This design comes from an exercise in tuning for small area on the open sky130 flow, not from production work. Only simulation tests tie the RTL to the original design; equivalence was not proved. Power and IR drop assume default switching activity.

==> flow/design.v <==
package fetch_pkg;
    localparam int xlen = 32;
    localparam int line_bits = 64;
    localparam logic [xlen-1:0] nop_inst = 32'h0000_0013;
    typedef struct packed {
        logic [xlen-1:0] inst;
        logic [xlen-1:0] pc;
        logic [xlen-1:0] npc;
        logic            valid;
    } fetch_packet_t;
    typedef struct packed {
        logic [line_bits-1:0] data;
        logic                 valid;
    } icache_rsp_t;
    typedef struct packed {
        logic            req;
        logic [xlen-1:0] pc;
    } redirect_t;
endpackage
`timescale 1ns/1ps
module fetch_unit #(
    parameter int                          BUF_DEPTH      = 8,
    parameter int                          DECODE_CREDITS = 4,
    parameter logic [fetch_pkg::xlen-1:0]  RESET_PC       = '0
) (
    input  logic                       clock,
    input  logic                       reset,
    input  fetch_pkg::redirect_t       resolved_branch,
    input  fetch_pkg::redirect_t       predicted_branch,
    input  fetch_pkg::icache_rsp_t     icache_rsp,
    input  logic                       credit_return,
    output logic                       icache_req,
    output logic [fetch_pkg::xlen-1:0] icache_addr,
    output fetch_pkg::fetch_packet_t   issue_packet
);
    localparam int xlen  = fetch_pkg::xlen;
    localparam int idx_w = $clog2(BUF_DEPTH);
    localparam int crd_w = $clog2(DECODE_CREDITS + 1);
    logic [xlen-1:0]  inst_q [0:BUF_DEPTH-1];
    logic [xlen-1:0]  pc_q   [0:BUF_DEPTH-1];
    logic [BUF_DEPTH:0] occ;
    logic             busy;
    logic             held;
    logic [crd_w-1:0] credits;
    logic             issue_valid;
    logic             flush;
    logic             fetch_start;
    logic [xlen-1:0]  start_pc;
    logic             push;
    logic             pop;
    logic             live;
    logic             empty;
    logic [xlen-1:0]  word;
    logic [xlen-1:0]  out_pc;
    assign flush = resolved_branch.req;
    assign fetch_start = !reset && !busy && !occ[BUF_DEPTH];
    always_comb begin
        if (resolved_branch.req) begin
            start_pc = resolved_branch.pc;
        end else if (held) begin
            start_pc = pc_q[0];
        end else if (predicted_branch.req) begin
            start_pc = predicted_branch.pc;
        end else begin
            start_pc = pc_q[0] + 32'd4;
        end
    end
    assign icache_req  = fetch_start;
    assign icache_addr = {start_pc[xlen-1:3], 3'b000};
    always_ff @(posedge clock) begin
        if (reset) begin
            busy <= 1'b0;
            held <= 1'b1;
        end else begin
            if (fetch_start) begin
                busy <= 1'b1;
                held <= 1'b0;
            end else begin
                if (icache_rsp.valid) busy <= 1'b0;
                if (resolved_branch.req) held <= 1'b1;
            end
        end
    end
    assign push = busy && icache_rsp.valid && !held && !resolved_branch.req;
    assign word = pc_q[0][2] ? icache_rsp.data[2*xlen-1:xlen] : icache_rsp.data[xlen-1:0];
    always_ff @(posedge clock) begin
        if (reset) begin
            pc_q[0] <= RESET_PC;
        end else if (fetch_start || resolved_branch.req) begin
            pc_q[0] <= start_pc;
        end
    end
    always_ff @(posedge clock) begin
        if (push) begin
            inst_q[0] <= word;
        end
    end
    always_ff @(posedge clock) begin
        if (fetch_start) begin
            for (int k = 1; k < BUF_DEPTH; k++) begin
                pc_q[k]   <= pc_q[k-1];
                inst_q[k] <= inst_q[k-1];
            end
        end
    end
    assign live  = busy && !held;
    assign empty = occ[0] || (occ[1] && live);
    assign pop   = !empty && (credits != '0) && !flush;
    always_ff @(posedge clock) begin
        if (reset) begin
            occ <= (BUF_DEPTH+1)'(1);
        end else if (flush) begin
            occ <= fetch_start ? (BUF_DEPTH+1)'(2) : (BUF_DEPTH+1)'(1);
        end else if (fetch_start && !pop) begin
            occ <= {occ[BUF_DEPTH-1:0], 1'b0};
        end else if (pop && !fetch_start) begin
            occ <= {1'b0, occ[BUF_DEPTH:1]};
        end
    end
    always_ff @(posedge clock) begin
        if (reset) begin
            credits <= crd_w'(DECODE_CREDITS);
        end else begin
            case ({pop, credit_return})
                2'b10:   credits <= credits - 1'b1;
                2'b01:   credits <= credits + 1'b1;
                default: credits <= credits;
            endcase
        end
    end
    always_ff @(posedge clock) begin
        if (reset) begin
            issue_valid <= 1'b0;
        end else begin
            issue_valid <= pop;
        end
    end
    logic [xlen-1:0] out_inst;
    always_comb begin
        out_pc   = '0;
        out_inst = '0;
        for (int k = 0; k < BUF_DEPTH; k++) begin
            out_pc   = out_pc   | (pc_q[k]   & {xlen{occ[k]}});
            out_inst = out_inst | (inst_q[k] & {xlen{occ[k]}});
        end
    end
    always_comb begin
        issue_packet.inst  = out_inst;
        issue_packet.pc    = out_pc;
        issue_packet.npc   = out_pc + 32'd4;
        issue_packet.valid = issue_valid;
    end
endmodule
export LEC_CHECK = 0
export CAP_MARGIN = 0
export CORE_MARGIN = 2
export CORE_UTILIZATION = 60
export CTS_BUF_LIST = sky130_fd_sc_hd__clkbuf_16
export CTS_CLUSTER_DIAMETER = 120
export CTS_CLUSTER_SIZE = 28
export SLEW_MARGIN = 0
create_clock -name core_clock -period 6.0 [get_ports {clock}]
standard.sh (not shown) runs the stock make flow with config.mk's settings and CLKGATE_MAP_FILE= SYNTH_SCRIPT=/design/flow/synth_recipe.tcl, a recipe that flattens the netlist after the stock synthesis.
==> flow/flow/run.sh <==
#!/bin/bash
# Standard ORFS layout, with the port buffers made of the smallest buffer cell
# instead of the default pick. Every port still gets its own buffer.
set -euo pipefail
bash standard.sh "BUFFER_PORTS_ARGS=-buffer_cell sky130_fd_sc_hd__buf_1" finish > make_finish.log 2>&1
The first run completed with no timing, DRC or antenna violations.
Then changed:
--- a/flow/design.v
+++ b/flow/design.v
@@ -39,34 +39,36 @@
     logic [xlen-1:0]  inst_q [0:BUF_DEPTH-1];
     logic [xlen-1:0]  pc_q   [0:BUF_DEPTH-1];
     logic [BUF_DEPTH:0] occ;
     logic             busy;
     logic             held;
-    logic [crd_w-1:0] credits;
+    logic [crd_w-1:0] used;
     logic             issue_valid;
     logic             flush;
     logic             fetch_start;
+    logic             stay;
     logic [xlen-1:0]  start_pc;
-    logic             push;
     logic             pop;
     logic             live;
     logic             empty;
     logic [xlen-1:0]  word;
     logic [xlen-1:0]  out_pc;
     assign flush = resolved_branch.req;
-    assign fetch_start = !reset && !busy && !occ[BUF_DEPTH];
-    always_comb begin
-        if (resolved_branch.req) begin
-            start_pc = resolved_branch.pc;
-        end else if (held) begin
-            start_pc = pc_q[0];
-        end else if (predicted_branch.req) begin
-            start_pc = predicted_branch.pc;
-        end else begin
-            start_pc = pc_q[0] + 32'd4;
-        end
-    end
+    assign fetch_start = !reset && !busy && (|occ[BUF_DEPTH-1:0]);
+    assign stay        = reset || busy || occ[BUF_DEPTH];
+    logic            inc;
+    logic [xlen-1:0] seq_pc;
+    assign inc    = fetch_start && !held;
+    assign seq_pc = {pc_q[0][xlen-1:2] + (xlen-2)'(inc), pc_q[0][1:0]};
+    logic sel_res, sel_pred, sel_seq;
+    assign sel_res  = !reset && resolved_branch.req;
+    assign sel_pred = !resolved_branch.req && predicted_branch.req && inc;
+    assign sel_seq  = !reset && !resolved_branch.req && !(predicted_branch.req && inc);
+    assign start_pc = (resolved_branch.pc & {xlen{sel_res}})
+                    | (predicted_branch.pc & {xlen{sel_pred}})
+                    | (seq_pc & {xlen{sel_seq}})
+                    | (RESET_PC & {xlen{reset}});
     assign icache_req  = fetch_start;
     assign icache_addr = {start_pc[xlen-1:3], 3'b000};
     always_ff @(posedge clock) begin
         if (reset) begin
             busy <= 1'b0;
@@ -79,35 +81,26 @@
                 if (icache_rsp.valid) busy <= 1'b0;
                 if (resolved_branch.req) held <= 1'b1;
             end
         end
     end
-    assign push = busy && icache_rsp.valid && !held && !resolved_branch.req;
     assign word = pc_q[0][2] ? icache_rsp.data[2*xlen-1:xlen] : icache_rsp.data[xlen-1:0];
     always_ff @(posedge clock) begin
-        if (reset) begin
-            pc_q[0] <= RESET_PC;
-        end else if (fetch_start || resolved_branch.req) begin
-            pc_q[0] <= start_pc;
-        end
+        pc_q[0] <= start_pc;
     end
     always_ff @(posedge clock) begin
-        if (push) begin
-            inst_q[0] <= word;
-        end
+        inst_q[0] <= (word & {xlen{icache_rsp.valid}}) | (inst_q[0] & {xlen{!busy}});
     end
     always_ff @(posedge clock) begin
-        if (fetch_start) begin
-            for (int k = 1; k < BUF_DEPTH; k++) begin
-                pc_q[k]   <= pc_q[k-1];
-                inst_q[k] <= inst_q[k-1];
-            end
+        for (int k = 1; k < BUF_DEPTH; k++) begin
+            pc_q[k]   <= (pc_q[k-1] & {xlen{fetch_start}})   | (pc_q[k] & {xlen{stay}});
+            inst_q[k] <= (inst_q[k-1] & {xlen{fetch_start}}) | (inst_q[k] & {xlen{stay}});
         end
     end
     assign live  = busy && !held;
     assign empty = occ[0] || (occ[1] && live);
-    assign pop   = !empty && (credits != '0) && !flush;
+    assign pop   = !empty && !used[crd_w-1] && !flush;
     always_ff @(posedge clock) begin
         if (reset) begin
             occ <= (BUF_DEPTH+1)'(1);
         end else if (flush) begin
             occ <= fetch_start ? (BUF_DEPTH+1)'(2) : (BUF_DEPTH+1)'(1);
@@ -117,16 +110,16 @@
             occ <= {1'b0, occ[BUF_DEPTH:1]};
         end
     end
     always_ff @(posedge clock) begin
         if (reset) begin
-            credits <= crd_w'(DECODE_CREDITS);
+            used <= '0;
         end else begin
             case ({pop, credit_return})
-                2'b10:   credits <= credits - 1'b1;
-                2'b01:   credits <= credits + 1'b1;
-                default: credits <= credits;
+                2'b10:   used <= used + 1'b1;
+                2'b01:   used <= used - 1'b1;
+                default: used <= used;
             endcase
         end
     end
     always_ff @(posedge clock) begin
         if (reset) begin
The changed run passed the timing, DRC and antenna checks.
Worst setup slack degrades by 0.17 ns.
Die area shrinks by 4.3%.
Via count grows by 17%.
Total power grows by 53%.
Clock-buffer cell count shrinks by 1.
Design area shrinks by 6.0%.
Final cell count grows by 18%.
Utilization shrinks by 0.66 points.
Register-to-register slack improves by 0.04 ns.
Routed wire length shrinks by 0.39%.
First-iteration DRC count grows by 16%.
Global-route usage grows by 0.75 points.

[static timing again, ports no longer ideal]
The results above use ideal ports. As a check the final layouts listed here were re-extracted and re-timed, cells and wires unchanged.
Step 1 (the two cells are an assumption about what drives the block):
set clk [get_ports {clock}]
set_driving_cell -lib_cell sky130_fd_sc_hd__clkbuf_16 $clk
set_driving_cell -lib_cell sky130_fd_sc_hd__buf_2 [delete_from_list [all_inputs] $clk]
Step 2 also shifts input and output timing later by t, the mid clock arrival at the registers, as if the neighbouring blocks saw the same clock.
Three values: ideal, step 1, step 2; two values: the first two.
run	t, ns	slack for setup (ns)	clock arrival spread, ns	worst data-port slew with drivers (ns)
the first run	0.603	1.018 / 0.961 / 1.410	0.015 / 0.016	0.07
the second run	0.617	0.847 / 0.797 / 0.828	0.024 / 0.024	0.04
After both steps setup and hold are still met in every run listed. For the second run, which loses most, drivers alone change the setup slack by -0.050 ns; drivers and shift together by -0.019 ns.
